From an optimization exercise on the open Yosys and OpenROAD flow, aimed at small area, a short achievable clock period and few clock cycles per item; shortcuts taken in it are not production practice.
RTL that was checked went through simulation tests only; none was proved equivalent to the original.
Power is estimated from default activity; no workload was simulated.

## alpha
// ifft8_seq
module ifft8_seq #(
  parameter int unsigned W  = 12,
  parameter int unsigned IW = 16
) (
  input  logic                clk,
  input  logic                rst,
  input  logic                in_valid,
  output logic                in_ready,
  input  logic signed [W-1:0] in_re,
  input  logic signed [W-1:0] in_im,
  output logic                out_valid,
  input  logic                out_ready,
  output logic signed [W-1:0] out_re,
  output logic signed [W-1:0] out_im,
  output logic                out_last,
  output logic                busy
);
For scale: about 1700 cells after synthesis, roughly 21000 sq um of cells after synthesis.
==> flow/config.mk <==
export PLATFORM = sky130hd
export DESIGN_NAME = ifft8_seq
export DESIGN_NICKNAME = ifft8_seq
export VERILOG_FILES = /design/flow/design.v
export SDC_FILE = /design/flow/constraint.sdc
export NUM_CORES = 4
export LEC_CHECK = 0
export CAP_MARGIN = 20
export CORE_MARGIN = 2
export CORE_UTILIZATION = 40
export CTS_BUF_LIST = sky130_fd_sc_hd__clkbuf_16
export CTS_CLUSTER_DIAMETER = 200
export CTS_CLUSTER_SIZE = 24
export SLEW_MARGIN = 20
==> flow/constraint.sdc <==
create_clock -name core_clock -period 22.0 [get_ports {clk}]
set_input_delay 4.4000 -clock core_clock [delete_from_list [all_inputs] [get_ports {clk}]]
set_output_delay 4.4000 -clock core_clock [all_outputs]
set_load 0.01 [all_outputs]
standard.sh (not shown) runs the stock make flow with config.mk's settings and CLKGATE_MAP_FILE= SYNTH_SCRIPT=/design/flow/synth_recipe.tcl, a recipe that flattens the netlist after the stock synthesis.
==> flow/flow/run.sh <==
#!/bin/bash
# The standard layout (standard.sh) with two changes passed to ORFS:
# buf_2 cells as the port buffers instead of the default pick, and a setup
# margin for the repair steps. ORFS writes its per-step logs under orfs/logs;
# the make output goes to standard.log here.
export BUFFER_PORTS_ARGS="-buffer_cell sky130_fd_sc_hd__buf_2"
export SETUP_SLACK_MARGIN=16
bash standard.sh > standard.log 2>&1
alpha did not stop at any stage, and its layout met the timing, design-rule and antenna checks.
--- input diff alpha..beta ---
-- flow/design.v --
<<< alpha, line 94
    logic signed [UW+6:0] e;
    logic signed [UW+6:0] p;
    e = (UW+7)'(y);
    p = (e <<< 6) + (e <<< 4) + (e <<< 3) + e + (e >>> 1) + (e >>> 4) + (e >>> 5)
      + (e >>> 8) + (e >>> 9) + (UW+7)'(12)
      + $signed((UW+7)'({y[UW-1], y[UW-1], 1'b0, y[UW-1], y[UW-1], 1'b0, y[UW-1]}));   
    tw10 = p[UW+6:7];
  endfunction
>>> beta, line 94
    logic signed [UW+6:0] e;
    logic signed [UW+6:0] p;
    logic signed [UW+6:0] b;
    e = (UW+7)'(y);
    b = {{(UW){1'b0}}, y[UW-1], y[UW-1], 1'b0, y[UW-1], y[UW-1], 1'b0, y[UW-1]};   
    p = (e <<< 6) + (e <<< 4) + (e <<< 3) + e + (e >>> 1) + (e >>> 4) + (e >>> 5)
      + (e >>> 8) + (e >>> 9) + (UW+7)'(12) + b;
    tw10 = p[UW+6:7];
  endfunction
==> notes.md <==
From alpha to beta the numbers moved as follows: slew at the pin closest to its max-slew limit stayed essentially flat; overall via count from detail_route stayed essentially flat; fraction of power consumed by the clock network stayed essentially flat.
Number of instances resized during post-cts repair: alpha vs beta identical
Worst-case register-to-register setup slack: alpha vs beta — no meaningful difference
From alpha to beta, post-CTS setup buffer count did not move at all.
beta -> alpha: adder-cell share of the synthesized area flat
In terms of cell count after placement, beta and alpha differ only marginally.
Compared with alpha, in beta filler-free cell count of the finished design about even; critical path depth about even.
Testbench counts of beta, summed over its fixed seeds: cycles 7,680, frames 384.
Function not checked in alpha: the RTL went through the layout flow alone.

========
JK:
The RTL this note starts from:
==> flow/design.v <==
module ifft8_seq #(
  parameter int unsigned W  = 12,
  parameter int unsigned IW = 16
) (
  input  logic                clk,
  input  logic                rst,
  input  logic                in_valid,
  output logic                in_ready,
  input  logic signed [W-1:0] in_re,
  input  logic signed [W-1:0] in_im,
  output logic                out_valid,
  input  logic                out_ready,
  output logic signed [W-1:0] out_re,
  output logic signed [W-1:0] out_im,
  output logic                out_last,
  output logic                busy
);
  localparam int unsigned SW = W + 1;    
  localparam int unsigned UW = W + 3;    
  localparam int unsigned AW = IW;       
  logic signed [W-1:0]  r_ir_re, r_ir_im;
  logic                 r_ir_v;
  logic [2:0]           r_in_cnt;    
  logic [2:0]           r_ld_cnt;    
  logic signed [SW-1:0] r_sr [4];
  logic signed [SW-1:0] r_si [4];
  logic signed [SW-1:0] r_dr [4];
  logic signed [SW-1:0] r_di [4];
  logic w_in_fire;
  logic r_idle;        
  logic r_outph;       
  assign w_in_fire = in_valid & r_idle;
  always_ff @(posedge clk) begin
    r_ir_re <= in_re;
    r_ir_im <= in_im;
  end
  logic signed [SW-1:0] w_ir_re_x, w_ir_im_x;
  assign w_ir_re_x = SW'(r_ir_re);
  assign w_ir_im_x = SW'(r_ir_im);
  logic [SW-1:0] w_ld_sr, w_ld_si, w_ld_dr, w_ld_di;
  ifft8_csel_add #(.N(SW), .L(7)) u_ld_sr (
    .a(r_sr[0] & {SW{r_ld_cnt[2]}}), .b(w_ir_re_x), .ci(1'b0), .s(w_ld_sr));
  ifft8_csel_add #(.N(SW), .L(7)) u_ld_si (
    .a(r_si[0] & {SW{r_ld_cnt[2]}}), .b(w_ir_im_x), .ci(1'b0), .s(w_ld_si));
  ifft8_csel_add #(.N(SW), .L(7)) u_ld_dr (
    .a(r_sr[0]), .b(~w_ir_re_x), .ci(1'b1), .s(w_ld_dr));
  ifft8_csel_add #(.N(SW), .L(7)) u_ld_di (
    .a(r_si[0]), .b(~w_ir_im_x), .ci(1'b1), .s(w_ld_di));
  always_ff @(posedge clk) begin
    if (r_ir_v) begin
      for (int i = 0; i < 3; i++) begin
        r_sr[i] <= r_sr[i+1];
        r_si[i] <= r_si[i+1];
        r_dr[i] <= r_dr[i+1];
        r_di[i] <= r_di[i+1];
      end
      r_sr[3] <= w_ld_sr;
      r_si[3] <= w_ld_si;
      r_dr[3] <= w_ld_dr;
      r_di[3] <= w_ld_di;
    end
  end
  function automatic logic [IW-1:0] add4(input logic [IW-1:0] a, input logic [IW-1:0] b,
                                         input logic [IW-1:0] c, input logic [IW-1:0] d,
                                         input logic ci0, input logic ci1, input logic ci2);
    logic [IW-1:0] s1, k1, s2, k2;
    s1 = a ^ b ^ c;
    k1 = {((a & b) | (a & c) | (b & c)) , ci0};
    s2 = s1 ^ k1 ^ d;
    k2 = {((s1 & k1) | (s1 & d) | (k1 & d)), ci1};
    add4 = s2 + k2 + IW'(ci2);
  endfunction
  logic       r_pre;       
  logic [1:0] r_pre_cnt;
  logic [2:0] r_k;         
  logic       r_k_done;    
  logic       w_adv;
  logic       w_step;
  assign w_adv  = ~out_valid | out_ready;
  assign w_step = r_outph & ~r_k_done & w_adv;
  logic                 w_y_load, w_y_v, w_y_neg;
  logic                 w_tr_load, w_ti_load;
  logic signed [UW-1:0] r_y;
  logic signed [UW-1:0] w_y;
  logic signed [UW-1:0] d1r, d1i, d3r, d3i;
  logic signed [UW-1:0] r_tr, r_ti;
  logic                 n1r, n1i, n3r, n3i;
  assign d1r = UW'(r_dr[1]);
  assign d1i = UW'(r_di[1]);
  assign d3r = UW'(r_dr[3]);
  assign d3i = UW'(r_di[3]);
  always_comb begin
    case ({w_y_v, w_y_neg})
      2'b00:   begin n1r = 1'b0; n1i = 1'b1; n3r = 1'b1; n3i = 1'b1; end
      2'b01:   begin n1r = 1'b1; n1i = 1'b1; n3r = 1'b0; n3i = 1'b1; end
      2'b10:   begin n1r = 1'b0; n1i = 1'b0; n3r = 1'b0; n3i = 1'b1; end
      default: begin n1r = 1'b0; n1i = 1'b1; n3r = 1'b0; n3i = 1'b0; end
    endcase
    w_y = add4(d1r ^ {UW{n1r}}, d1i ^ {UW{n1i}}, d3r ^ {UW{n3r}}, d3i ^ {UW{n3i}},
               1'b1, ~w_y_v, ~w_y_v);
  end
  function automatic logic signed [UW-1:0] tw10(input logic signed [UW-1:0] y);
    logic signed [UW+6:0] e;
    logic signed [UW+6:0] p;
    e = (UW+7)'(y);
    p = (e <<< 6) + (e <<< 4) + (e <<< 3) + e + (e >>> 1) + (e >>> 4) + (e >>> 5)
      + (e >>> 8) + (e >>> 9) + (y[UW-1] ? (UW+7)'(121) : (UW+7)'(12));
    tw10 = p[UW+6:7];
  endfunction
  always_ff @(posedge clk) begin
    if (w_y_load) begin
      r_y <= w_y;
    end
    if (w_tr_load) begin
      r_tr <= tw10(r_y);
    end
    if (w_ti_load) begin
      r_ti <= tw10(r_y);
    end
  end
  logic signed [AW-1:0] w_xr, w_xi;
  logic signed [AW-1:0] s0r, s0i, s1r, s1i, s2r, s2i, s3r, s3i;
  logic signed [AW-1:0] d0r, d0i, d2r, d2i, tr, ti;
  assign s0r = AW'(r_sr[0]);  assign s0i = AW'(r_si[0]);
  assign s1r = AW'(r_sr[1]);  assign s1i = AW'(r_si[1]);
  assign s2r = AW'(r_sr[2]);  assign s2i = AW'(r_si[2]);
  assign s3r = AW'(r_sr[3]);  assign s3i = AW'(r_si[3]);
  assign d0r = AW'(r_dr[0]);  assign d0i = AW'(r_di[0]);
  assign d2r = AW'(r_dr[2]);  assign d2i = AW'(r_di[2]);
  assign tr  = AW'(r_tr);     assign ti  = AW'(r_ti);
  logic signed [AW-1:0] w_ra, w_rb, w_rc, w_rd, w_ia, w_ib, w_ic, w_id;
  logic [8:0]           r_ctl;
  logic [2:0]           r_ctl_in;    
  logic                 c_od, c_sn, c_sw, c_nrb, c_nrc, c_nrd, c_nib, c_nic, c_nid;
  logic                 ci_od, ci_sn, ci_sw;
  assign {c_od, c_sn, c_sw, c_nrb, c_nrc, c_nrd, c_nib, c_nic, c_nid} = r_ctl;
  assign {ci_od, ci_sn, ci_sw} = ~r_ctl_in;
  function automatic logic [8:0] ctl_of(input logic [2:0] k);
    case (k)
      3'd0: ctl_of = 9'b010_000_000;
      3'd2: ctl_of = 9'b001_110_011;
      3'd4: ctl_of = 9'b010_101_101;
      3'd6: ctl_of = 9'b001_011_110;
      3'd1: ctl_of = 9'b100_100_000;
      3'd3: ctl_of = 9'b100_000_100;
      3'd5: ctl_of = 9'b100_110_010;
      default: ctl_of = 9'b100_010_110;
    endcase
  endfunction
  function automatic logic [2:0] ctli_of(input logic [2:0] k);
    logic [8:0] c;
    c = ctl_of(k);
    ctli_of = ~c[8:6];
  endfunction
  always_comb begin
    w_ra = c_od ? d0r : s0r;
    w_ia = ci_od ? d0i : s0i;
    w_rb = ({AW{c_od}} & d2i) | ({AW{c_sn}} & s1r) | ({AW{c_sw}} & s1i);
    w_ib = ({AW{ci_od}} & d2r) | ({AW{ci_sn}} & s1i) | ({AW{ci_sw}} & s1r);
    w_rc = c_od ? tr : s2r;
    w_ic = ci_od ? ti : s2i;
    w_rd = ({AW{c_sn}} & s3r) | ({AW{c_sw}} & s3i);
    w_id = ({AW{ci_sn}} & s3i) | ({AW{ci_sw}} & s3r);
    w_xr = add4(w_ra, w_rb ^ {AW{c_nrb}}, w_rc ^ {AW{c_nrc}}, w_rd ^ {AW{c_nrd}},
                c_nrb, c_nrc, c_nrd);
    w_xi = add4(w_ia, w_ib ^ {AW{c_nib}}, w_ic ^ {AW{c_nic}}, w_id ^ {AW{c_nid}},
                c_nib, c_nic, c_nid);
  end
  function automatic logic signed [W-1:0] scale_sat(input logic signed [AW-1:0] v);
    if (v[AW-1] != v[AW-2]) begin
      scale_sat = {v[AW-1], {(W-1){~v[AW-1]}}};
    end else begin
      scale_sat = v[W+2:3];
    end
  endfunction
  assign w_y_v     = r_pre ? r_pre_cnt[1] : r_k[0];
  assign w_y_neg   = ~r_pre & ~r_k[1];
  assign w_y_load  = (r_pre & (r_pre_cnt != 2'd0)) | (w_step & (r_k < 3'd6));
  assign w_tr_load = (r_pre & r_pre_cnt[1]) | (w_step & r_k[0] & (r_k != 3'd7));
  assign w_ti_load = w_step & ~r_k[0];
  always_ff @(posedge clk) begin
    if (rst) begin
      r_ir_v    <= 1'b0;
      r_in_cnt  <= 3'd0;
      r_ld_cnt  <= 3'd0;
      r_pre     <= 1'b0;
      r_pre_cnt <= 2'd0;
      r_k       <= 3'd0;
      r_ctl     <= ctl_of(3'd0);
      r_ctl_in  <= ctli_of(3'd0);
      r_k_done  <= 1'b0;
      in_ready  <= 1'b1;
      r_idle    <= 1'b1;
      r_outph   <= 1'b0;
      busy      <= 1'b0;
      out_valid <= 1'b0;
      out_last  <= 1'b0;
    end else begin
      r_ir_v <= w_in_fire;
      if (r_ir_v) begin
        r_ld_cnt <= r_ld_cnt + 3'd1;
      end
      if (w_in_fire) begin
        r_in_cnt <= r_in_cnt + 3'd1;
        if (r_in_cnt == 3'd7) begin
          in_ready  <= 1'b0;
          r_idle    <= 1'b0;
          busy      <= 1'b1;
          r_pre     <= 1'b1;
          r_pre_cnt <= 2'd0;
          r_k       <= 3'd0;
          r_ctl     <= ctl_of(3'd0);
          r_ctl_in  <= ctli_of(3'd0);
      r_ctl_in  <= ctli_of(3'd0);
          r_k_done  <= 1'b0;
        end
      end
      if (r_pre) begin
        r_pre_cnt <= r_pre_cnt + 2'd1;
        if (r_pre_cnt[1]) begin
          r_pre   <= 1'b0;
          r_outph <= 1'b1;
        end
      end
      if (w_step) begin
        out_valid <= 1'b1;
        out_last  <= (r_k == 3'd7);
        out_re    <= scale_sat(w_xr);
        out_im    <= scale_sat(w_xi);
        r_k       <= r_k + 3'd1;
        r_ctl     <= ctl_of(r_k + 3'd1);
        r_ctl_in  <= ctli_of(r_k + 3'd1);
        if (r_k == 3'd7) begin
          r_k_done <= 1'b1;
        end
      end else if (out_valid & out_ready) begin
        out_valid <= 1'b0;
      end
      if (out_valid & out_ready & out_last) begin
        in_ready  <= 1'b1;
        r_idle    <= 1'b1;
        r_outph   <= 1'b0;
        busy      <= 1'b0;
        out_valid <= 1'b0;
        out_last  <= 1'b0;
      end
    end
  end
endmodule
module ifft8_csel_add #(
  parameter int N = 13,
  parameter int L = 7
) (
  input  logic [N-1:0] a,
  input  logic [N-1:0] b,
  input  logic         ci,
  output logic [N-1:0] s
);
  logic [N:0]   c0, c1, cl;
  logic [N-1:0] s0, s1;
  assign cl[0] = ci;
  for (genvar i = 0; i < L; i++) begin : g_lo
    assign s[i]    = a[i] ^ b[i] ^ cl[i];
    assign cl[i+1] = (a[i] & b[i]) | (a[i] & cl[i]) | (b[i] & cl[i]);
  end
  assign c0[L] = 1'b0;
  assign c1[L] = 1'b1;
  for (genvar i = L; i < N; i++) begin : g_hi
    assign s0[i]   = a[i] ^ b[i] ^ c0[i];
    assign c0[i+1] = (a[i] & b[i]) | (a[i] & c0[i]) | (b[i] & c0[i]);
    assign s1[i]   = a[i] ^ b[i] ^ c1[i];
    assign c1[i+1] = (a[i] & b[i]) | (a[i] & c1[i]) | (b[i] & c1[i]);
    assign s[i]    = cl[L] ? s1[i] : s0[i];
  end
endmodule
Settings: LEC_CHECK=0, CAP_MARGIN=20, CORE_MARGIN=2, CORE_UTILIZATION=40, CTS_BUF_LIST=sky130_fd_sc_hd__clkbuf_16, CTS_CLUSTER_DIAMETER=200, CTS_CLUSTER_SIZE=24, SLEW_MARGIN=20; clock period 22.0 ns.
Scripts as last shown in full above: flow/flow/run.sh
JK was carried through to the last stage, and its layout satisfied the timing, design-rule and antenna checks.
## Diff of input files: MS against JK
-- flow/design.v --
<<< JK, line 38
  assign w_ir_re_x = SW'(r_ir_re);
  assign w_ir_im_x = SW'(r_ir_im);
  logic [SW-1:0] w_ld_sr, w_ld_si, w_ld_dr, w_ld_di;
  ifft8_csel_add #(.N(SW), .L(7)) u_ld_sr (
    .a(r_sr[0] & {SW{r_ld_cnt[2]}}), .b(w_ir_re_x), .ci(1'b0), .s(w_ld_sr));
  ifft8_csel_add #(.N(SW), .L(7)) u_ld_si (
    .a(r_si[0] & {SW{r_ld_cnt[2]}}), .b(w_ir_im_x), .ci(1'b0), .s(w_ld_si));
  ifft8_csel_add #(.N(SW), .L(7)) u_ld_dr (
    .a(r_sr[0]), .b(~w_ir_re_x), .ci(1'b1), .s(w_ld_dr));
  ifft8_csel_add #(.N(SW), .L(7)) u_ld_di (
    .a(r_si[0]), .b(~w_ir_im_x), .ci(1'b1), .s(w_ld_di));
  always_ff @(posedge clk) begin
    if (r_ir_v) begin
>>> MS, line 38
  assign w_ir_re_x = SW'(r_ir_re);
  assign w_ir_im_x = SW'(r_ir_im);
  always_ff @(posedge clk) begin
    if (r_ir_v) begin
<<< JK, line 55
        r_di[i] <= r_di[i+1];
      end
      r_sr[3] <= w_ld_sr;
      r_si[3] <= w_ld_si;
      r_dr[3] <= w_ld_dr;
      r_di[3] <= w_ld_di;
    end
  end
>>> MS, line 46
        r_di[i] <= r_di[i+1];
      end
      r_sr[3] <= (r_sr[0] & {SW{r_ld_cnt[2]}}) + w_ir_re_x;
      r_si[3] <= (r_si[0] & {SW{r_ld_cnt[2]}}) + w_ir_im_x;
      r_dr[3] <= r_sr[0] - w_ir_re_x;
      r_di[3] <= r_si[0] - w_ir_im_x;
    end
  end
<<< JK, line 105
    e = (UW+7)'(y);
    p = (e <<< 6) + (e <<< 4) + (e <<< 3) + e + (e >>> 1) + (e >>> 4) + (e >>> 5)
      + (e >>> 8) + (e >>> 9) + (y[UW-1] ? (UW+7)'(121) : (UW+7)'(12));
    tw10 = p[UW+6:7];
  endfunction
>>> MS, line 96
    e = (UW+7)'(y);
    p = (e <<< 6) + (e <<< 4) + (e <<< 3) + e + (e >>> 1) + (e >>> 4) + (e >>> 5)
      + (e >>> 8) + (e >>> 9) + (UW+7)'(12)
      + $signed((UW+7)'({y[UW-1], y[UW-1], 1'b0, y[UW-1], y[UW-1], 1'b0, y[UW-1]}));   
    tw10 = p[UW+6:7];
  endfunction
<<< JK, line 248
  end
endmodule
module ifft8_csel_add #(
  parameter int N = 13,
  parameter int L = 7
) (
  input  logic [N-1:0] a,
  input  logic [N-1:0] b,
  input  logic         ci,
  output logic [N-1:0] s
);
  logic [N:0]   c0, c1, cl;
  logic [N-1:0] s0, s1;
  assign cl[0] = ci;
  for (genvar i = 0; i < L; i++) begin : g_lo
    assign s[i]    = a[i] ^ b[i] ^ cl[i];
    assign cl[i+1] = (a[i] & b[i]) | (a[i] & cl[i]) | (b[i] & cl[i]);
  end
  assign c0[L] = 1'b0;
  assign c1[L] = 1'b1;
  for (genvar i = L; i < N; i++) begin : g_hi
    assign s0[i]   = a[i] ^ b[i] ^ c0[i];
    assign c0[i+1] = (a[i] & b[i]) | (a[i] & c0[i]) | (b[i] & c0[i]);
    assign s1[i]   = a[i] ^ b[i] ^ c1[i];
    assign c1[i+1] = (a[i] & b[i]) | (a[i] & c1[i]) | (b[i] & c1[i]);
    assign s[i]    = cl[L] ? s1[i] : s0[i];
  end
endmodule
>>> MS, line 240
  end
endmodule
Cmp JK and MS / area overhead of the layout relative to synthesis / lower: MS. When the final numbers for JK and MS were put side by side, the overall via count from detail_route turned out to be smaller in JK. Compared with JK, MS shows worst-case clock skew higher by 12 ps. Any difference in maximum frequency between MS and JK is small enough to ignore. Cmp JK and MS / post-synthesis share of cell area spent on xor and xnor gates / higher: MS. The instance count after placement with tap cells included of MS exceeds that of JK by about 4.5%. Going from JK to MS, share of cell area taken by flip-flops and latches now sits lower; routed wire length now sits higher; via count of the first global-routing pass now sits higher. The setup slack of MS is larger than that of JK. The power consumption was comparable across JK and MS. Period utilization of JK is on par with MS.
No functional check of the RTL was part of any run of this note.

[static timing again, ports no longer ideal]
How much do the figures lean on ideal ports? The routed layouts below were timed once more, with nothing changed but the port constraints.
Step 1 (the two cells are an assumption about what drives the block):
set clk [get_ports {clk}]
set_driving_cell -lib_cell sky130_fd_sc_hd__clkbuf_16 $clk
set_driving_cell -lib_cell sky130_fd_sc_hd__buf_2 [delete_from_list [all_inputs] $clk]
Step 2 moves the port delays by t, midway between the first and last clock arrival at a register: inputs arrive t later, outputs are due t later. That takes back most of the time a late clock gives input paths.
Slacks: ideal / step 1 / step 2; pairs: ideal / step 1.
| run | shift t [ns] | slack for setup (ns) | clock arrival spread, ns |
|---|---|---|---|
| alpha | 0.583 | 16.446 / 16.392 / 16.116 | 0.035 / 0.035 |
| beta | 0.583 | 16.446 / 16.392 / 16.116 | 0.035 / 0.035 |
| JK | 0.582 | 16.359 / 16.359 / 15.880 | 0.019 / 0.020 |
| MS | 0.582 | 16.370 / 16.370 / 15.949 | 0.030 / 0.030 |
After both steps setup and hold are still met in every run listed. For JK, which loses most, drivers alone change the setup slack by 0.000 ns; drivers and shift together by -0.479 ns.
